Context: an optimization exercise on an open-source flow, tuned for small area. The choices shown serve that exercise and are no tape-out recipe. Function was checked by simulation only, so behaviour that the tests miss may differ from the original. Power is estimated from default activity; no workload was simulated.

Setup of old:
==> flow/design.v <==
`timescale 1ns/1ps
package bpu_entry_pkg;
    localparam int pc_width   = 32;
    localparam int ctr_width  = 2;
    localparam int btb_ways   = 4;
    localparam int plru_width = btb_ways - 1;
    typedef struct packed {
        logic [pc_width-1:0]   pred_pc;
        logic [ctr_width-1:0]  ctr;
        logic [btb_ways-1:0]   way_valid;
        logic [btb_ways-1:0]   way_hit;
        logic [plru_width-1:0] plru;
    } bp_entry_t;
endpackage
`timescale 1ns/1ps
module sel8
(
    input  logic [7:0] s,
    input  logic [7:0] d,
    output logic       y
);
    assign y = |(s & d);
endmodule
`timescale 1ns/1ps
import bpu_entry_pkg::*;
module bpu_entry_buffer
#(
    parameter int depth = 8
) (
    input  logic                  clk,
    input  logic                  rst_n,
    input  logic                  flush,
    input  logic                  in_vld,
    output logic                  in_rdy,
    input  logic [pc_width-1:0]   in_pc,
    input  logic [ctr_width-1:0]  in_ctr,
    input  logic [btb_ways-1:0]   in_way_valid,
    input  logic [btb_ways-1:0]   in_way_hit,
    input  logic [plru_width-1:0] in_plru,
    input  logic                  commit_vld,
    input  logic                  commit_taken,
    output logic                  out_vld,
    input  logic                  out_rdy,
    output logic [pc_width-1:0]   out_pc,
    output logic [ctr_width-1:0]  out_ctr,
    output logic [btb_ways-1:0]   out_way_valid,
    output logic [btb_ways-1:0]   out_way_hit,
    output logic [plru_width-1:0] out_plru
);
    localparam int idx_w = $clog2(depth);
    localparam int ptr_w = idx_w + 1;
    logic [ptr_w-1:0] wr_ptr;
    logic [ptr_w-1:0] cmt_ptr;
    logic [ptr_w-1:0] rd_ptr;
    logic [ptr_w-1:0] cmt_ptr_nxt;
    logic             wr_fire;
    logic             rd_fire;
    assign in_rdy  = !((wr_ptr[idx_w-1:0] == rd_ptr[idx_w-1:0]) && (wr_ptr[idx_w] != rd_ptr[idx_w]));
    assign out_vld = cmt_ptr != rd_ptr;
    assign wr_fire = in_vld && in_rdy && !flush;
    assign rd_fire = out_vld && out_rdy;
    assign cmt_ptr_nxt = cmt_ptr + ptr_w'(commit_vld);
    always_ff @(posedge clk or negedge rst_n) begin
        if (!rst_n) begin
            wr_ptr  <= '0;
            cmt_ptr <= '0;
            rd_ptr  <= '0;
        end else begin
            wr_ptr  <= flush ? cmt_ptr_nxt : wr_ptr + ptr_w'(wr_fire);
            cmt_ptr <= cmt_ptr_nxt;
            rd_ptr  <= rd_ptr + ptr_w'(rd_fire);
        end
    end
    logic                  in_left;
    logic                  in_right;
    logic [plru_width-1:0] wr_plru;
    logic                  wr_hit;
    assign in_left  = in_way_hit[0] | in_way_hit[1];
    assign in_right = in_way_hit[2] | in_way_hit[3];
    assign wr_hit   = in_left | in_right;
    always_comb begin
        wr_plru = in_plru;
        if (in_left) begin
            wr_plru[0] = 1'b1;
            wr_plru[1] = in_way_hit[0];
        end else if (in_right) begin
            wr_plru[0] = 1'b0;
            wr_plru[2] = in_way_hit[2];
        end
    end
    logic [pc_width-1:0]   m_pc   [depth];
    logic [ctr_width-1:0]  m_ctr  [depth];
    logic [btb_ways-1:0]   m_wv   [depth];
    logic                  m_hit  [depth];
    logic [plru_width-1:0] m_plru [depth];
    logic                  m_tk   [depth];
    logic [pc_width+ctr_width+btb_ways+1+plru_width:0] m_rec [depth];
    for (genvar i = 0; i < depth; i++) begin : g_slot
        assign m_rec[i] = {m_pc[i], m_ctr[i], m_wv[i], m_hit[i], m_plru[i], m_tk[i]};
        always_ff @(posedge clk) begin
            if (wr_fire && wr_ptr[idx_w-1:0] == idx_w'(i)) begin
                m_pc[i]   <= in_pc;
                m_ctr[i]  <= in_ctr;
                m_wv[i]   <= in_way_valid;
                m_hit[i]  <= wr_hit;
                m_plru[i] <= wr_plru;
            end
        end
        always_ff @(posedge clk) begin
            if (commit_vld && cmt_ptr[idx_w-1:0] == idx_w'(i)) begin
                m_tk[i] <= commit_taken;
            end
        end
    end
    logic [idx_w-1:0]      ri;
    logic [ctr_width-1:0]  r_ctr;
    logic [btb_ways-1:0]   r_wv;
    logic                  r_hit;
    logic [plru_width-1:0] r_plru;
    logic                  r_tk;
    logic [btb_ways-1:0]   r_hway;
    logic [btb_ways-1:0]   r_inv;
    logic [btb_ways-1:0]   r_first_inv;
    logic [btb_ways-1:0]   r_victim;
    logic [btb_ways-1:0]   r_alloc;
    assign ri     = rd_ptr[idx_w-1:0];
    localparam int rec_w = pc_width + ctr_width + btb_ways + 1 + plru_width + 1;
    logic [depth-1:0] rsel;
    logic [rec_w-1:0] r_rec;
    for (genvar i = 0; i < depth; i++) begin : g_rsel
        assign rsel[i] = (ri == idx_w'(i));
    end
    for (genvar b = 0; b < rec_w; b++) begin : g_rbit
        logic [depth-1:0] col;
        for (genvar i = 0; i < depth; i++) begin : g_col
            assign col[i] = m_rec[i][b];
        end
        sel8 i_sel (.s(rsel), .d(col), .y(r_rec[b]));
    end
    assign {out_pc, r_ctr, r_wv, r_hit, r_plru, r_tk} = r_rec;
    assign r_hway[0] = r_hit &  r_plru[0] &  r_plru[1];
    assign r_hway[1] = r_hit &  r_plru[0] & ~r_plru[1];
    assign r_hway[2] = r_hit & ~r_plru[0] &  r_plru[2];
    assign r_hway[3] = r_hit & ~r_plru[0] & ~r_plru[2];
    assign r_victim[0] = ~r_plru[0] & ~r_plru[1];
    assign r_victim[1] = ~r_plru[0] &  r_plru[1];
    assign r_victim[2] =  r_plru[0] & ~r_plru[2];
    assign r_victim[3] =  r_plru[0] &  r_plru[2];
    assign r_inv          = ~r_wv;
    assign r_first_inv[0] = r_inv[0];
    assign r_first_inv[1] = r_inv[1] & r_wv[0];
    assign r_first_inv[2] = r_inv[2] & r_wv[0] & r_wv[1];
    assign r_first_inv[3] = r_inv[3] & r_wv[0] & r_wv[1] & r_wv[2];
    always_comb begin
        if (r_hit) begin
            r_alloc = r_hway;
        end else if (|r_inv) begin
            r_alloc = r_first_inv;
        end else begin
            r_alloc = r_victim;
        end
    end
    always_comb begin
        out_ctr       = r_ctr;
        out_way_valid = r_wv;
        out_way_hit   = r_hway;
        out_plru      = r_plru;
        if (r_tk) begin
            out_ctr = {r_ctr[1] | r_ctr[0], r_ctr[1] | ~r_ctr[0]};
            out_way_valid = r_wv | r_alloc;
            out_way_hit   = r_alloc;
            if (r_alloc[0] | r_alloc[1]) begin
                out_plru[0] = 1'b1;
                out_plru[1] = r_alloc[0];
            end else begin
                out_plru[0] = 1'b0;
                out_plru[2] = r_alloc[2];
            end
        end else begin
            out_ctr = {r_ctr[1] & r_ctr[0], r_ctr[1] & ~r_ctr[0]};
        end
    end
endmodule
clock: 5.0 ns
lec_check: 0
cap_margin: 20
core_margin: 2
core_utilization: 60
place_density: 0.7
slew_margin: 20
synth_hierarchical: 1
synth_minimum_keep_size: 0
standard.sh (not shown) runs the stock make flow with config.mk's settings and CLKGATE_MAP_FILE= SYNTH_SCRIPT=/design/flow/synth_recipe.tcl, a recipe that flattens the netlist after the stock synthesis.
==> flow/flow/run.sh <==
#!/bin/bash
# Standard ORFS layout (standard.sh, unchanged synthesis) with two layout settings changed:
#  - port buffers use the smallest buffer, sky130_fd_sc_hd__buf_1
#  - clock tree built from clkbuf_4 with larger sink clusters and no dummy loads
set -euo pipefail
bash standard.sh \
  'BUFFER_PORTS_ARGS=-buffer_cell sky130_fd_sc_hd__buf_1' \
  'CTS_ARGS=-sink_clustering_enable -repair_clock_nets -dont_use_dummy_load -buf_list sky130_fd_sc_hd__clkbuf_4 -sink_clustering_size 10 -sink_clustering_max_diameter 100 -sink_buffer_max_cap_derate 1.0' \
  finish > standard_flow.log 2>&1
Edits applied to the flow inputs when going from old to new:
--- a/flow/design.v
+++ b/flow/design.v
@@ -19,7 +19,25 @@
     input  logic [7:0] d,
     output logic       y
 );
-    assign y = |(s & d);
+    logic n0;
+    logic n1;
+    aoi222 i_g0 (.a(s[0]), .b(d[0]), .c(s[1]), .d(d[1]), .e(s[2]), .f(d[2]), .y(n0));
+    aoi222 i_g1 (.a(s[3]), .b(d[3]), .c(s[4]), .d(d[4]), .e(s[5]), .f(d[5]), .y(n1));
+    or_aoi22 i_g2 (.n0(n0), .n1(n1), .a(s[6]), .b(d[6]), .c(s[7]), .d(d[7]), .y(y));
+endmodule
+module or_aoi22
+(
+    input  logic n0, n1, a, b, c, d,
+    output logic y
+);
+    assign y = ~n0 | ~n1 | (a & b) | (c & d);
+endmodule
+module aoi222
+(
+    input  logic a, b, c, d, e, f,
+    output logic y
+);
+    assign y = ~((a & b) | (c & d) | (e & f));
 endmodule
 `timescale 1ns/1ps
 import bpu_entry_pkg::*;
Findings:
The flow did not stop early for new: all stages ran, and the layout cleared the timing, DRC and antenna checks.
Per the comparison of new with old, pin slew with the least headroom to its limit shrank by 0.048 ns, area of the die shrank by about 1.2%, routed wire length per instance grew by 0.33 um, synthesized cell count shrank by about 6%, fmax grew by 1.4%.
Per the comparison of new with old, setup slack +0.063 ns; total via count after detailed routing -about 0.56%; initial core utilization -0.37 points.
Re total number of placement rows: no difference whatsoever between new and old.
On simple-gate share of the synthesized area, the higher figure sits with old, not new.
For the total power, new came in 0.33% higher than old did.
Sort new and old by largest incremental delay on the critical path, descending, and old comes first.
Diff old -> new | sequential share of layout area | increase of 0.79 points
Going from old to new, the detailed-route wire length was found to have gone down by 2.4%.

separate check: timing with driven ports:
The results above use ideal ports. As a check the final layouts listed here were re-extracted and re-timed, cells and wires unchanged.
Step 1 (the two cells are an assumption about what drives the block):
set clk [get_ports {clk}]
set_driving_cell -lib_cell sky130_fd_sc_hd__clkbuf_16 $clk
set_driving_cell -lib_cell sky130_fd_sc_hd__buf_2 [delete_from_list [all_inputs] $clk]
Step 2 moves the port delays by t, midway between the first and last clock arrival at a register: inputs arrive t later, outputs are due t later. That takes back most of the time a late clock gives input paths.
Three values: ideal, step 1, step 2; two values: the first two.
run	t, ns	setup WS [ns]	worst setup path at the end	latest minus earliest clock arrival (ns)
old	0.703	0.379 / 0.332 / 1.034	register to output	0.054 / 0.055
new	0.671	0.441 / 0.402 / 1.073	register to output	0.067 / 0.067
After both steps every run listed still meets setup and hold.
